Context: an optimization exercise on an open-source flow, tuned for a short achievable clock period and few clock cycles. The choices shown serve that exercise and are no tape-out recipe. In this exercise RTL edits were held to simulation tests only and were not proved equivalent to the original. The clock port is modelled as an ideal driver, which makes a skipped or thinned clock tree look cheaper than it is; a real chip needs a root buffer or a tree. Power figures rest on the tool's default switching activity, not on a simulated workload.

==> run a: inputs <==
==> flow/design.v <==
`timescale 1ns/100ps
module exec_unit
#(
	parameter int K       = 0,
	parameter int SLICE_W = 4
)
(
	input  logic                        clk,
	input  logic                        rst_q,
	input  logic                        last_rst,
	input  logic                        in_valid,
	input  logic [8-1:0]    in_sel_a,
	input  logic [8-1:0]    in_sel_b,
	input  logic [8-1:0]    in_sel_d,
	input  logic [$clog2(8)-1:0]       in_rd,
	input  logic                        in_sub,
	input  logic [3:0]                  in_fn,
	input  logic                        in_cin,
	input  logic [16-1:0]      in_imm,
	input  logic [16-1:0]      in_res,
	output logic                        out_valid,
	output logic [8-1:0]    out_sel_a,
	output logic [8-1:0]    out_sel_b,
	output logic [8-1:0]    out_sel_d,
	output logic [$clog2(8)-1:0]       out_rd,
	output logic                        out_sub,
	output logic [3:0]                  out_fn,
	output logic                        out_cin,
	output logic [16-1:0]      out_imm,
	output logic [16-1:0]      out_res
);
	localparam int NUM_REGS = 8;
	localparam int DATA_W   = 16;
	logic [SLICE_W-1:0] arf [NUM_REGS];
	logic [SLICE_W-1:0] a;
	logic [SLICE_W-1:0] b;
	logic [SLICE_W:0]   sum;
	logic [SLICE_W-1:0] res;
	always_comb
	begin
		a = '0;
		b = in_imm[K*SLICE_W +: SLICE_W];
		for (int i = 0; i < NUM_REGS; i++)
		begin
			a = a | (arf[i] & {SLICE_W{in_sel_a[i]}});
			b = b | (arf[i] & {SLICE_W{in_sel_b[i]}});
		end
		b   = b ^ {SLICE_W{in_sub}};
		sum = {1'b0, a} + {1'b0, b} + {{SLICE_W{1'b0}}, in_cin};
		res = ({SLICE_W{in_fn[0]}} & sum[SLICE_W-1:0])
		    | ({SLICE_W{in_fn[1]}} & (a & b))
		    | ({SLICE_W{in_fn[2]}}  & (a | b))
		    | ({SLICE_W{in_fn[3]}} & (a ^ b));
	end
	always_ff @(posedge clk)
	begin
		for (int i = 0; i < NUM_REGS; i++)
		begin
			if (!rst_q)
				arf[i] <= SLICE_W'(DATA_W'(i) >> (K * SLICE_W));
			else if (in_valid && in_sel_d[i])
				arf[i] <= res;
		end
	end
	always_ff @(posedge clk)
	begin
		out_valid <= rst_q & (K < 16 / SLICE_W - 1 || last_rst) & in_valid;
		out_sel_a <= in_sel_a;
		out_sel_b <= in_sel_b;
		out_sel_d <= in_sel_d;
		out_rd    <= in_rd;
		out_sub   <= in_sub;
		out_fn    <= in_fn;
		out_cin   <= sum[SLICE_W];
		out_imm   <= in_imm;
		out_res   <= in_res;
		out_res[K*SLICE_W +: SLICE_W] <= res;
	end
endmodule
`timescale 1ns/100ps
module ooo_core
(
	input  logic                   clk,
	input  logic                   rst_n,
	input  logic                   issue,
	input  logic [3:0]             op,
	input  logic [$clog2(8)-1:0]  rs1,
	input  logic [$clog2(8)-1:0]  rs2,
	input  logic [$clog2(8)-1:0]  rd,
	input  logic [16-1:0] imm,
	output logic                   dispatch_stall,
	output logic                   commit_valid,
	output logic [$clog2(8)-1:0]  commit_rd,
	output logic [16-1:0] commit_data
);
	localparam int NUM_REGS = 8;
	localparam int DATA_W   = 16;
	localparam int REG_W    = $clog2(8);
	localparam int SLICE_W  = 8;
	localparam int NSLICE   = DATA_W / SLICE_W;
	assign dispatch_stall = 1'b0;
	logic rst_q;
	always_ff @(posedge clk)
		rst_q <= rst_n;
	logic                use_a;
	logic                use_rs2;
	logic                use_imm;
	logic                sub;
	logic [3:0]          fn;
	always_comb
	begin
		use_a   = op <= 4'd5;
		use_rs2 = op <= 4'd4;
		use_imm = op == 4'd5 || op == 4'd6;
		sub     = op == 4'd1;
		fn      = '0;
		case (op)
			4'd2: fn[1] = 1'b1;
			4'd3:  fn[2]  = 1'b1;
			4'd4: fn[3] = 1'b1;
			default: fn[0] = 1'b1;
		endcase
	end
	logic                d_valid;
	logic [NUM_REGS-1:0] d_sel_a;
	logic [NUM_REGS-1:0] d_sel_b;
	logic [NUM_REGS-1:0] d_sel_d;
	logic [REG_W-1:0]    d_rd;
	logic                d_sub;
	logic [3:0]          d_fn;
	logic [DATA_W-1:0]   d_imm;
	always_ff @(posedge clk)
	begin
		d_valid <= rst_n & issue;
		for (int i = 0; i < NUM_REGS; i++)
		begin
			d_sel_a[i] <= use_a   && rs1 == REG_W'(i);
			d_sel_b[i] <= use_rs2 && rs2 == REG_W'(i);
			d_sel_d[i] <= rd == REG_W'(i);
		end
		d_rd  <= rd;
		d_sub <= sub;
		d_fn  <= fn;
		d_imm <= use_imm ? imm : '0;
	end
	logic [NSLICE:0]                    e_valid;
	logic [NSLICE:0][NUM_REGS-1:0]      e_sel_a;
	logic [NSLICE:0][NUM_REGS-1:0]      e_sel_b;
	logic [NSLICE:0][NUM_REGS-1:0]      e_sel_d;
	logic [NSLICE:0][REG_W-1:0]         e_rd;
	logic [NSLICE:0]                    e_sub;
	logic [NSLICE:0][3:0]               e_fn;
	logic [NSLICE:0]                    e_cin;
	logic [NSLICE:0][DATA_W-1:0]        e_imm;
	logic [NSLICE:0][DATA_W-1:0]        e_res;
	assign e_valid[0] = d_valid;
	assign e_sel_a[0] = d_sel_a;
	assign e_sel_b[0] = d_sel_b;
	assign e_sel_d[0] = d_sel_d;
	assign e_rd[0]    = d_rd;
	assign e_sub[0]   = d_sub;
	assign e_fn[0]    = d_fn;
	assign e_cin[0]   = d_sub;
	assign e_imm[0]   = d_imm;
	assign e_res[0]   = '0;
	for (genvar k = 0; k < NSLICE; k++)
	begin : g_slice
		exec_unit #(.K(k), .SLICE_W(SLICE_W)) u_exec
		(
			.clk       (clk),
			.rst_q     (rst_q),
			.last_rst  (rst_n),
			.in_valid  (e_valid[k]),
			.in_sel_a  (e_sel_a[k]),
			.in_sel_b  (e_sel_b[k]),
			.in_sel_d  (e_sel_d[k]),
			.in_rd     (e_rd[k]),
			.in_sub    (e_sub[k]),
			.in_fn     (e_fn[k]),
			.in_cin    (e_cin[k]),
			.in_imm    (e_imm[k]),
			.in_res    (e_res[k]),
			.out_valid (e_valid[k+1]),
			.out_sel_a (e_sel_a[k+1]),
			.out_sel_b (e_sel_b[k+1]),
			.out_sel_d (e_sel_d[k+1]),
			.out_rd    (e_rd[k+1]),
			.out_sub   (e_sub[k+1]),
			.out_fn    (e_fn[k+1]),
			.out_cin   (e_cin[k+1]),
			.out_imm   (e_imm[k+1]),
			.out_res   (e_res[k+1])
		);
	end
	assign commit_valid = e_valid[NSLICE];
	assign commit_rd    = e_rd[NSLICE];
	assign commit_data  = e_res[NSLICE];
endmodule
==> flow/flow/run.sh <==
#!/bin/bash
set -euo pipefail
here=$(pwd)
bash standard.sh \
  SETUP_SLACK_MARGIN=${MARGIN:-10.9} \
  POST_CTS_TCL=$here/flow/post_cts.tcl \
  CLOCK_ROOTS=4 CLOCK_LEAVES=${LEAVES:-16} \
  CLOCK_ROOT_CELL=clkinv_16 CLOCK_LEAF_CELL=clkinv_8 \
  finish > standard_flow.log 2>&1
==> flow/flow/post_cts.tcl <==
# Replace the clock tree that clock_tree_synthesis built with two levels of
# clkbuf_16: the clock port drives CLOCK_ROOTS root buffers, which drive
# CLOCK_LEAVES leaf buffers, each of which drives the clock pins of one group
# of flip-flops. Groups are made by splitting in halves by position,
# alternately along x and y, so they are equal in size and compact, and each
# buffer sits at its group's centre. Every flip-flop sees the same two buffer
# stages, so the tree stays balanced.

set nroots [expr {[info exists ::env(CLOCK_ROOTS)] ? $::env(CLOCK_ROOTS) : 4}]
set block [ord::get_db_block]
set db [ord::get_db]
set clk_net [$block findNet clk]

# every clock pin of a flip-flop below the clock port, and every cell the
# tree synthesis added on the way
set sinks {}
set tree_insts {}
set tree_nets {}
set todo [list $clk_net]
while {[llength $todo] > 0} {
  set net [lindex $todo 0]
  set todo [lrange $todo 1 end]
  foreach it [$net getITerms] {
    if {[$it isOutputSignal]} { continue }
    set inst [$it getInst]
    set master [$inst getMaster]
    if {[$master isSequential]} {
      lappend sinks $it
    } else {
      lappend tree_insts $inst
      foreach o [$inst getITerms] {
        if {[$o isOutputSignal] && [$o getNet] ne "NULL"} {
          lappend tree_nets [$o getNet]
          lappend todo [$o getNet]
        }
      }
    }
  }
}
puts "clock_tree: [llength $sinks] flip-flops, removing [llength $tree_insts] tree cells"

foreach it $sinks { $it disconnect }
foreach inst $tree_insts { odb::dbInst_destroy $inst }
foreach net $tree_nets { odb::dbNet_destroy $net }

# split a list of {x y iterm} into n groups of near equal size
proc split_groups {items n axis} {
  if {$n <= 1} { return [list $items] }
  set idx [expr {$axis == 0 ? 0 : 1}]
  set sorted [lsort -integer -index $idx $items]
  set na [expr {$n / 2}]
  set half [expr {([llength $sorted] * $na + $n / 2) / $n}]
  set a [lrange $sorted 0 [expr {$half - 1}]]
  set b [lrange $sorted $half end]
  return [concat [split_groups $a $na [expr {1 - $axis}]] [split_groups $b [expr {$n - $na}] [expr {1 - $axis}]]]
}

set items {}
set minx 1e12; set maxx -1e12; set miny 1e12; set maxy -1e12
foreach it $sinks {
  set bb [[$it getInst] getBBox]
  set x [expr {([$bb xMin] + [$bb xMax]) / 2}]
  set y [expr {([$bb yMin] + [$bb yMax]) / 2}]
  lappend items [list $x $y $it]
  set minx [expr {min($minx,$x)}]; set maxx [expr {max($maxx,$x)}]
  set miny [expr {min($miny,$y)}]; set maxy [expr {max($maxy,$y)}]
}
set first_axis [expr {($maxx - $minx) >= ($maxy - $miny) ? 0 : 1}]

# one buffer per group, at the group's centre, driving the group's pins;
# returns a list of {x y iterm} for the new buffers' inputs
proc drive_groups {block groups prefix buf_master} {
  set inputs {}
  set g 0
  foreach group $groups {
    set sx 0; set sy 0
    foreach item $group {
      set sx [expr {$sx + [lindex $item 0]}]
      set sy [expr {$sy + [lindex $item 1]}]
    }
    set cx [expr {int($sx / [llength $group])}]
    set cy [expr {int($sy / [llength $group])}]
    set net [odb::dbNet_create $block "clknet_${prefix}_$g"]
    $net setSigType CLOCK
    set buf [odb::dbInst_create $block $buf_master "clkbuf_${prefix}_$g"]
    $buf setLocation $cx $cy
    $buf setPlacementStatus PLACED
    [$buf findITerm [expr {[$buf findITerm X] ne "NULL" ? "X" : "Y"}]] connect $net
    foreach item $group { [lindex $item 2] connect $net }
    puts "clock_tree: clkbuf_${prefix}_$g at $cx $cy drives [llength $group] pins"
    lappend inputs [list $cx $cy [$buf findITerm A]]
    incr g
  }
  return $inputs
}

set nleaves [expr {[info exists ::env(CLOCK_LEAVES)] ? $::env(CLOCK_LEAVES) : 16}]
set leaf_cell [expr {[info exists ::env(CLOCK_LEAF_CELL)] ? $::env(CLOCK_LEAF_CELL) : "clkbuf_16"}]
set root_cell [expr {[info exists ::env(CLOCK_ROOT_CELL)] ? $::env(CLOCK_ROOT_CELL) : "clkbuf_16"}]
set leaf_master [$db findMaster sky130_fd_sc_hd__$leaf_cell]
set root_master [$db findMaster sky130_fd_sc_hd__$root_cell]
set leaf_in [drive_groups $block [split_groups $items $nleaves $first_axis] leaf $leaf_master]
if {$nroots > 0} {
  set root_in [drive_groups $block [split_groups $leaf_in $nroots $first_axis] root $root_master]
} else {
  set root_in $leaf_in
}
foreach item $root_in { [lindex $item 2] connect $clk_net }

# put the new buffers on legal sites
detailed_placement
check_placement -verbose
==> flow/standard.sh <==
#!/bin/bash
# synth_recipe.tcl (not shown) runs the flow's synth.tcl, then flattens the netlist and writes it again
# the make line also repeats each setting of config.mk as NAME=value (left out here)
make -C /OpenROAD-flow-scripts/flow DESIGN_CONFIG=/design/flow/config.mk WORK_HOME=/design/flow/orfs CLKGATE_MAP_FILE= SYNTH_SCRIPT=/design/flow/synth_recipe.tcl "${@:-finish}"
==> flow/config.mk <==
export PLATFORM = sky130hd
export DESIGN_NAME = ooo_core
export DESIGN_NICKNAME = ooo_core
export VERILOG_FILES = /design/flow/design.v
export SDC_FILE = /design/flow/constraint.sdc
export NUM_CORES = 4
export LEC_CHECK = 0
export ABC_CLOCK_PERIOD_IN_PS = 3000
export CAP_MARGIN = 20
export CORE_MARGIN = 2
export CORE_UTILIZATION = 40
export PLACE_DENSITY = 0.6
export SLEW_MARGIN = 20
==> flow/constraint.sdc <==
create_clock -name core_clock -period 14.0 [get_ports {clk}]
set_input_delay 2.8000 -clock core_clock [delete_from_list [all_inputs] [get_ports {clk}]]
set_output_delay 2.8000 -clock core_clock [all_outputs]
set_load 0.01 [all_outputs]
==> run b (differences from run a) <==
--- a/flow/design.v
+++ b/flow/design.v
@@ -97,5 +97,5 @@
 	localparam int DATA_W   = 16;
 	localparam int REG_W    = $clog2(8);
-	localparam int SLICE_W  = 8;
+	localparam int SLICE_W  = 16;
 	localparam int NSLICE   = DATA_W / SLICE_W;
 	assign dispatch_stall = 1'b0;
==> flow/flow/run.sh (replaced) <==
#!/bin/bash
set -euo pipefail
bash standard.sh SETUP_SLACK_MARGIN=${MARGIN:-10.9} finish > standard_flow.log 2>&1
removed: flow/flow/post_cts.tcl
==> run c (differences from run a) <==
--- a/flow/design.v
+++ b/flow/design.v
@@ -97,5 +97,5 @@
 	localparam int DATA_W   = 16;
 	localparam int REG_W    = $clog2(8);
-	localparam int SLICE_W  = 8;
+	localparam int SLICE_W  = 16;
 	localparam int NSLICE   = DATA_W / SLICE_W;
 	assign dispatch_stall = 1'b0;
==> flow/flow/run.sh (replaced) <==
#!/bin/bash
set -euo pipefail
here=$(pwd)
bash standard.sh \
  SETUP_SLACK_MARGIN=${MARGIN:-10.9} \
  POST_CTS_TCL=$here/flow/post_cts.tcl \
  CLOCK_ROOTS=4 CLOCK_LEAVES=${LEAVES:-12} \
  CLOCK_ROOT_CELL=clkinv_16 CLOCK_LEAF_CELL=clkinv_8 \
  finish > standard_flow.log 2>&1
--- a/flow/flow/post_cts.tcl
+++ b/flow/flow/post_cts.tcl
@@ -44,13 +44,13 @@
 foreach net $tree_nets { odb::dbNet_destroy $net }
 
-# split a list of {x y iterm} into n groups of near equal size
+# split a list of {x y iterm} into 2^k groups
 proc split_groups {items n axis} {
   if {$n <= 1} { return [list $items] }
   set idx [expr {$axis == 0 ? 0 : 1}]
   set sorted [lsort -integer -index $idx $items]
-  set na [expr {$n / 2}]
-  set half [expr {([llength $sorted] * $na + $n / 2) / $n}]
+  set half [expr {[llength $sorted] / 2}]
   set a [lrange $sorted 0 [expr {$half - 1}]]
   set b [lrange $sorted $half end]
+  set na [expr {$n / 2}]
   return [concat [split_groups $a $na [expr {1 - $axis}]] [split_groups $b [expr {$n - $na}] [expr {1 - $axis}]]]
 }
@@ -70,5 +70,6 @@
 # one buffer per group, at the group's centre, driving the group's pins;
 # returns a list of {x y iterm} for the new buffers' inputs
-proc drive_groups {block groups prefix buf_master} {
+proc drive_groups {groups prefix buf_master} {
+  global block
   set inputs {}
   set g 0
@@ -100,7 +101,7 @@
 set leaf_master [$db findMaster sky130_fd_sc_hd__$leaf_cell]
 set root_master [$db findMaster sky130_fd_sc_hd__$root_cell]
-set leaf_in [drive_groups $block [split_groups $items $nleaves $first_axis] leaf $leaf_master]
+set leaf_in [drive_groups [split_groups $items $nleaves $first_axis] leaf $leaf_master]
 if {$nroots > 0} {
-  set root_in [drive_groups $block [split_groups $leaf_in $nroots $first_axis] root $root_master]
+  set root_in [drive_groups [split_groups $leaf_in $nroots $first_axis] root $root_master]
 } else {
   set root_in $leaf_in
==> run d (differences from run a) <==
--- a/flow/design.v
+++ b/flow/design.v
@@ -97,5 +97,5 @@
 	localparam int DATA_W   = 16;
 	localparam int REG_W    = $clog2(8);
-	localparam int SLICE_W  = 8;
+	localparam int SLICE_W  = 4;
 	localparam int NSLICE   = DATA_W / SLICE_W;
 	assign dispatch_stall = 1'b0;
@@ -103,4 +103,19 @@
 	always_ff @(posedge clk)
 		rst_q <= rst_n;
+	logic              f_valid;
+	logic [3:0]        f_op;
+	logic [REG_W-1:0]  f_rs1;
+	logic [REG_W-1:0]  f_rs2;
+	logic [REG_W-1:0]  f_rd;
+	logic [DATA_W-1:0] f_imm;
+	always_ff @(posedge clk)
+	begin
+		f_valid <= rst_n & issue;
+		f_op    <= op;
+		f_rs1   <= rs1;
+		f_rs2   <= rs2;
+		f_rd    <= rd;
+		f_imm   <= imm;
+	end
 	logic                use_a;
 	logic                use_rs2;
@@ -110,10 +125,10 @@
 	always_comb
 	begin
-		use_a   = op <= 4'd5;
-		use_rs2 = op <= 4'd4;
-		use_imm = op == 4'd5 || op == 4'd6;
-		sub     = op == 4'd1;
+		use_a   = f_op <= 4'd5;
+		use_rs2 = f_op <= 4'd4;
+		use_imm = f_op == 4'd5 || f_op == 4'd6;
+		sub     = f_op == 4'd1;
 		fn      = '0;
-		case (op)
+		case (f_op)
 			4'd2: fn[1] = 1'b1;
 			4'd3:  fn[2]  = 1'b1;
@@ -132,15 +147,15 @@
 	always_ff @(posedge clk)
 	begin
-		d_valid <= rst_n & issue;
+		d_valid <= rst_q & f_valid;
 		for (int i = 0; i < NUM_REGS; i++)
 		begin
-			d_sel_a[i] <= use_a   && rs1 == REG_W'(i);
-			d_sel_b[i] <= use_rs2 && rs2 == REG_W'(i);
-			d_sel_d[i] <= rd == REG_W'(i);
+			d_sel_a[i] <= use_a   && f_rs1 == REG_W'(i);
+			d_sel_b[i] <= use_rs2 && f_rs2 == REG_W'(i);
+			d_sel_d[i] <= f_rd == REG_W'(i);
 		end
-		d_rd  <= rd;
+		d_rd  <= f_rd;
 		d_sub <= sub;
 		d_fn  <= fn;
-		d_imm <= use_imm ? imm : '0;
+		d_imm <= use_imm ? f_imm : '0;
 	end
 	logic [NSLICE:0]                    e_valid;
==> flow/flow/run.sh (replaced) <==
#!/bin/bash
set -euo pipefail
here=$(pwd)
bash standard.sh \
  SETUP_SLACK_MARGIN=${MARGIN:-10.9} \
  POST_CTS_TCL=$here/flow/post_cts.tcl \
  CLOCK_ROOTS=4 CLOCK_LEAVES=${LEAVES:-28} \
  CLOCK_ROOT_CELL=inv_16 CLOCK_LEAF_CELL=inv_8 \
  finish > standard_flow.log 2>&1
==> comparison <==
Run b produced a clean layout. Run a finished with timing, DRC and antenna clean. Run d passed the timing, DRC and antenna checks. Run c stopped in clock tree synthesis (4_1_cts). Cell count, highest first: run d, run b, run a. The lowest sequential share of layout area belongs to run b, the highest to run d. Clock skew is about the same in run b and run a. Of run b and run a, run b has the higher clock power (gap about 40%, measured against run a). Register-to-register slack: run b < run a < run d. Against run a, the wire length of run d is lower by 2.3%. The lowest combinational power belongs to run d, the highest to run b. Die area, highest first: run d, run a, run b.
==> figures <==
metric	run c	run b	run d	run a
Number of stages on the worst hold path	-	0	0	0
Final area over synthesized area	-	1.3491x	1.1141x	1.1652x
Synth Net Count	1158	1158	1258	1158
Maximum clock rate	-	0.2685 GHz	0.2955 GHz	0.2821 GHz
Share of total power in combinational logic	-	14.5%	6.2%	10.4%
Sum of buffers and inverters on the critical path	-	3	1	2
Combined area of all synthesized cells	0.009427 sq mm	0.009427 sq mm	0.01280 sq mm	0.01022 sq mm
Total overflow reported by the global router	-	0	0	0
Leakage	-	4.527 nW	5.550 nW	5.261 nW
#MultiIn Comb	-	752	679	682
Maximum fanout along the worst path	-	6	1	4
Count of inverters not on the clock network in the layout	-	55	93	76
Hold Crit Start	-	d_rd[0]	g_slice[1].u_exec.out_res[6]	d_imm[10]
Final hold viol count	-	0	0	0
Routed metal-1 wirelength	-	14130 microns	12240 microns	12330 microns
Share of Yosys cell area claimed by the top area cell type	42.05%	42.05%	59.11%	48.58%
Status	aborted with a tool error	complete, no violations	complete, no violations	complete, no violations
Stage where the flow stopped	clock tree synthesis (4_1_cts)	-	-	-
Met3 Wirelength	-	3101 microns	1162 microns	1747 microns
Testbench counts of run a, summed over its fixed seeds: cycles 24,024.
Testbench counts of run b, summed over its fixed seeds: cycles 24,016.
Testbench counts of run c, summed over its fixed seeds: cycles 24,016.
Testbench counts of run d, summed over its fixed seeds: cycles 24,048.
The clock cells of run a and run d come from the design's own scripts or RTL, not from TritonCTS.

## what the ideal ports hide
In the flow no input, the clock included, has a driving cell. The finished layouts below were timed again as built, in two steps.
Step 1 sets driving cells, clkbuf_16 on the clock port and buf_2 on the other inputs (assumed; they add their load-dependent delay and slew).
Step 2 moves the port delays by t, midway between the first and last clock arrival at a register: inputs arrive t later, outputs are due t later. That takes back most of the time a late clock gives input paths.
Slacks: ideal ports / drivers / drivers and shift; pairs: ideal ports / drivers.
run	shift t [ns]	setup slack, ns	worst hold slack (ns)	pins driven straight from the clock port
run a	0.380	10.455 / 10.394 / 10.253	0.321 / 0.322 / 0.322	4
run b	0.488	10.275 / 10.272 / 10.275	0.330 / 0.330 / 0.330	1
run d	0.350	10.616 / 10.412 / 10.761	0.311 / 0.312 / 0.312	4
After both steps setup and hold are still met in every run listed. The setup slack of run a, which loses most, moves by -0.061 ns with the drivers and by -0.202 ns with both steps.
